This design comes from an exercise in tuning for small area, a short achievable clock period and few clock cycles per item on the open sky130 flow, not from production work.

Setup of run A:
// rgb_hsv_color_gate
module rgb_hsv_color_gate (
	input  logic        clk,
	input  logic        arst_n,
	input  logic        pix_valid,
	output logic        pix_ready,
	input  logic [7:0]  pix_red,
	input  logic [7:0]  pix_green,
	input  logic [7:0]  pix_blue,
	input  logic        pix_last_of_cloud,
	output logic        hsv_valid,
	input  logic        hsv_ready,
	output logic [11:0] hsv_hue,
	output logic [11:0] hsv_saturation,
	output logic [7:0]  hsv_brightness,
	output logic        hsv_keep,
	output logic        hsv_last_out,
	input  logic        cfg_en,
	input  logic [1:0]  cfg_index,
	input  logic [7:0]  cfg_data
);
Size in the first run: about 3,100 cells after synthesis, ~76 I/O pins, ~0.023 mm2 of cells after synthesis.
export LEC_CHECK = 0
export ABC_AREA = 1
export CAP_MARGIN = 20
export CORE_MARGIN = 2
export CORE_UTILIZATION = 55
export CTS_BUF_LIST = sky130_fd_sc_hd__clkbuf_4 sky130_fd_sc_hd__clkbuf_8
export PLACE_DENSITY = 0.7
export SETUP_SLACK_MARGIN = 2.3
export SLEW_MARGIN = 20
create_clock -name core_clock -period 5.5 [get_ports {clk}]
standard.sh (not shown) runs the stock make flow with config.mk's settings and CLKGATE_MAP_FILE= SYNTH_SCRIPT=/design/flow/synth_recipe.tcl, a recipe that flattens the netlist after the stock synthesis.
==> flow/flow/run.sh <==
#!/bin/bash
# The standard layout (standard.sh), except that synthesis leaves adders and
# comparators to ABC instead of mapping them onto the library's full/half adder
# cells (ADDER_MAP_FILE empty skips ORFS's extract_fa/techmap adder step).
# Each step's full output goes to its own log in this folder.
set -euo pipefail
export ADDER_MAP_FILE=
# ports get a plain buf_2 instead of the delay buffer buffer_ports picks by default
export BUFFER_PORTS_ARGS="-buffer_cell sky130_fd_sc_hd__buf_2"
bash standard.sh synth > synth.log 2>&1
bash standard.sh floorplan > floorplan.log 2>&1
bash standard.sh place > place.log 2>&1
bash standard.sh cts > cts.log 2>&1
bash standard.sh route > route.log 2>&1
bash standard.sh finish > finish.log 2>&1
What run B does differently from run A at the input level:
# run A
export LEC_CHECK = 0
export ABC_AREA = 1
export CAP_MARGIN = 20
export CORE_MARGIN = 2
export CORE_UTILIZATION = 55
export CTS_BUF_LIST = sky130_fd_sc_hd__clkbuf_4 sky130_fd_sc_hd__clkbuf_8
export PLACE_DENSITY = 0.7
export SETUP_SLACK_MARGIN = 2.3
export SLEW_MARGIN = 20
create_clock -name core_clock -period 5.5 [get_ports {clk}]
# run B
export LEC_CHECK = 0
export ABC_AREA = 1
export CAP_MARGIN = 20
export CORE_MARGIN = 2
export CORE_UTILIZATION = 40
export CTS_BUF_LIST = sky130_fd_sc_hd__clkbuf_4 sky130_fd_sc_hd__clkbuf_8
export PLACE_DENSITY = 0.6
export SETUP_SLACK_MARGIN = 2.1
export SLEW_MARGIN = 20
create_clock -name core_clock -period 5.5 [get_ports {clk}]
Notes after the runs:
- Run B vs. run A: count of placed standard cells including taps now larger.
- Of run B and run A, run B shows the higher number of gates on the worst path with buffers counted, with run A below it.
- Reported for run B and run A, sum of overflow across all layers after global routing turned out identical to the last digit.
Edits applied to the flow inputs when going from run B to run C:
# run B
export LEC_CHECK = 0
export ABC_AREA = 1
export CAP_MARGIN = 20
export CORE_MARGIN = 2
export CORE_UTILIZATION = 40
export CTS_BUF_LIST = sky130_fd_sc_hd__clkbuf_4 sky130_fd_sc_hd__clkbuf_8
export PLACE_DENSITY = 0.6
export SETUP_SLACK_MARGIN = 2.1
export SLEW_MARGIN = 20
create_clock -name core_clock -period 5.5 [get_ports {clk}]
# run C
export LEC_CHECK = 0
export ABC_AREA = 1
export CAP_MARGIN = 20
export CORE_MARGIN = 2
export CORE_UTILIZATION = 40
export CTS_BUF_LIST = sky130_fd_sc_hd__clkbuf_4 sky130_fd_sc_hd__clkbuf_8
export PLACE_DENSITY = 0.6
export SETUP_SLACK_MARGIN = 2.3
export SLEW_MARGIN = 20
create_clock -name core_clock -period 5.5 [get_ports {clk}]
Run C vs run B, met3 layer usage reported by global route went up by 0.33 points. Taking run B as the reference point, the non-clock buffer count of run C rises by about 50%. Compared with run B, run C shows area of the multi-input gates that has gone up by a few percent. Row wire length of the first global-routing pass: run C higher / run B lower.
Function was not checked in any run of this note: the RTL went through the layout flow alone.


try-amber:
Another version of the RTL of rgb_hsv_color_gate (not shown whole).
Size in the first run: roughly 3600 cells after synthesis, ~340 flip-flops, roughly 76 I/O pins, about 25000 um2 of cells after synthesis.
clock: 5.5 ns
lec_check: 0
abc_area: 1
cap_margin: 20
core_margin: 2
core_utilization: 40
place_density: 0.6
slew_margin: 20
==> flow/flow/run.sh <==
#!/bin/bash
# The standard layout (standard.sh), except that synthesis leaves adders and
# comparators to ABC instead of mapping them onto the library's full/half adder
# cells (ADDER_MAP_FILE empty skips ORFS's extract_fa/techmap adder step).
# Each step's full output goes to its own log in this folder.
set -euo pipefail
export ADDER_MAP_FILE=
bash standard.sh synth > synth.log 2>&1
bash standard.sh floorplan > floorplan.log 2>&1
bash standard.sh place > place.log 2>&1
bash standard.sh cts > cts.log 2>&1
bash standard.sh route > route.log 2>&1
bash standard.sh finish > finish.log 2>&1
Inputs modified between try-amber and try-cedar:
--- a/flow/config.mk
+++ b/flow/config.mk
@@ -11,3 +11,4 @@
 export CORE_UTILIZATION = 40
 export PLACE_DENSITY = 0.6
+export SETUP_SLACK_MARGIN = 2.6
 export SLEW_MARGIN = 20
Findings:
Looking at try-cedar and try-amber, the met3 layer usage reported by global route is a wash. Global-route usage ended up 2.9 points higher on try-cedar than on try-amber. On depth of the critical timing path with buffers and inverters included: try-cedar sits above try-amber. met2 demand-to-capacity share in global routing in try-cedar is 5.4 points higher than in try-amber. try-cedar vs. try-amber: utilization went up; non-clock buffer count grew by 394. Re first-iteration DRC count: try-cedar and try-amber aren't equal, and the higher value belongs to try-cedar. Summary of the comparison: area added between synthesis and finish is higher in try-cedar, relative to try-amber. Delta (try-cedar minus try-amber): routed wire length rose by 19000 um.
The following lists how try-delta was set up differently from try-cedar:
--- a/flow/config.mk
+++ b/flow/config.mk
@@ -11,4 +11,4 @@
 export CORE_UTILIZATION = 40
 export PLACE_DENSITY = 0.6
-export SETUP_SLACK_MARGIN = 2.6
+export SETUP_SLACK_MARGIN = 3.0
 export SLEW_MARGIN = 20
## What came out
Compared to try-cedar, try-delta has time the worst path needs with I/O delays and setup 0.033 ns higher. For try-cedar, the slowest cell on the critical path was o21ai_0, unlike try-delta, where it was nor2_4. Delta (try-delta minus try-cedar): utilization rose 4.0 points, count of placed standard cells including taps about even, met1 routed wirelength after detailed routing rose 2200 um.
What try-nickel does differently from try-delta at the input level:
--- a/flow/config.mk
+++ b/flow/config.mk
@@ -11,4 +11,4 @@
 export CORE_UTILIZATION = 40
 export PLACE_DENSITY = 0.6
-export SETUP_SLACK_MARGIN = 3.0
+export SETUP_SLACK_MARGIN = 2.0
 export SLEW_MARGIN = 20
Notes after the runs:
For try-nickel, the timing endpoint of the critical path was pix_ready, unlike try-delta, where it was dz_q1. On try-nickel: all-layer global routing usage is 4.5 points lower than what try-delta gave. Wire length of the first global-routing pass (try-nickel over try-delta): decrease, 18%. try-nickel vs try-delta: count of multi-input gates down slightly. As far as minimum hold slack is concerned, try-delta and try-nickel perform about the same.
No functional check of the RTL was part of any run of this note.

-- static timing again, ports no longer ideal --
The flow's constraints put no driver on any port. The routed layouts listed below were extracted and timed again, unchanged, in two steps.
Step 1 (the two cells are an assumption about what drives the block):
set clk [get_ports {clk}]
set_driving_cell -lib_cell sky130_fd_sc_hd__clkbuf_16 $clk
set_driving_cell -lib_cell sky130_fd_sc_hd__buf_2 [delete_from_list [all_inputs] $clk]
Step 2 moves the port delays by t, midway between the first and last clock arrival at a register: inputs arrive t later, outputs are due t later. That takes back most of the time a late clock gives input paths.
Slacks: no drivers / after step 1 / after step 2; pairs: no drivers / after step 1.
| run | shift t [ns] | setup slack, ns | slew at the worst register clock pin (ns) |
|---|---|---|---|
| run A | 0.684 | 2.392 / 2.392 / 1.759 | 0.06 / 0.06 |
| run B | 0.685 | 2.274 / 2.307 / 1.621 | 0.07 / 0.07 |
| run C | 0.697 | 2.443 / 2.443 / 1.772 | 0.07 / 0.07 |
| try-amber | 0.628 | 1.139 / 1.167 / 0.539 | 0.06 / 0.06 |
| try-cedar | 0.627 | 2.306 / 2.299 / 1.672 | 0.06 / 0.06 |
| try-delta | 0.637 | 2.273 / 2.294 / 1.657 | 0.06 / 0.06 |
| try-nickel | 0.625 | 2.117 / 2.089 / 1.541 | 0.06 / 0.06 |
After both steps every run listed still meets setup and hold. For run C, which loses most, drivers alone change the setup slack by 0.000 ns; drivers and shift together by -0.671 ns.
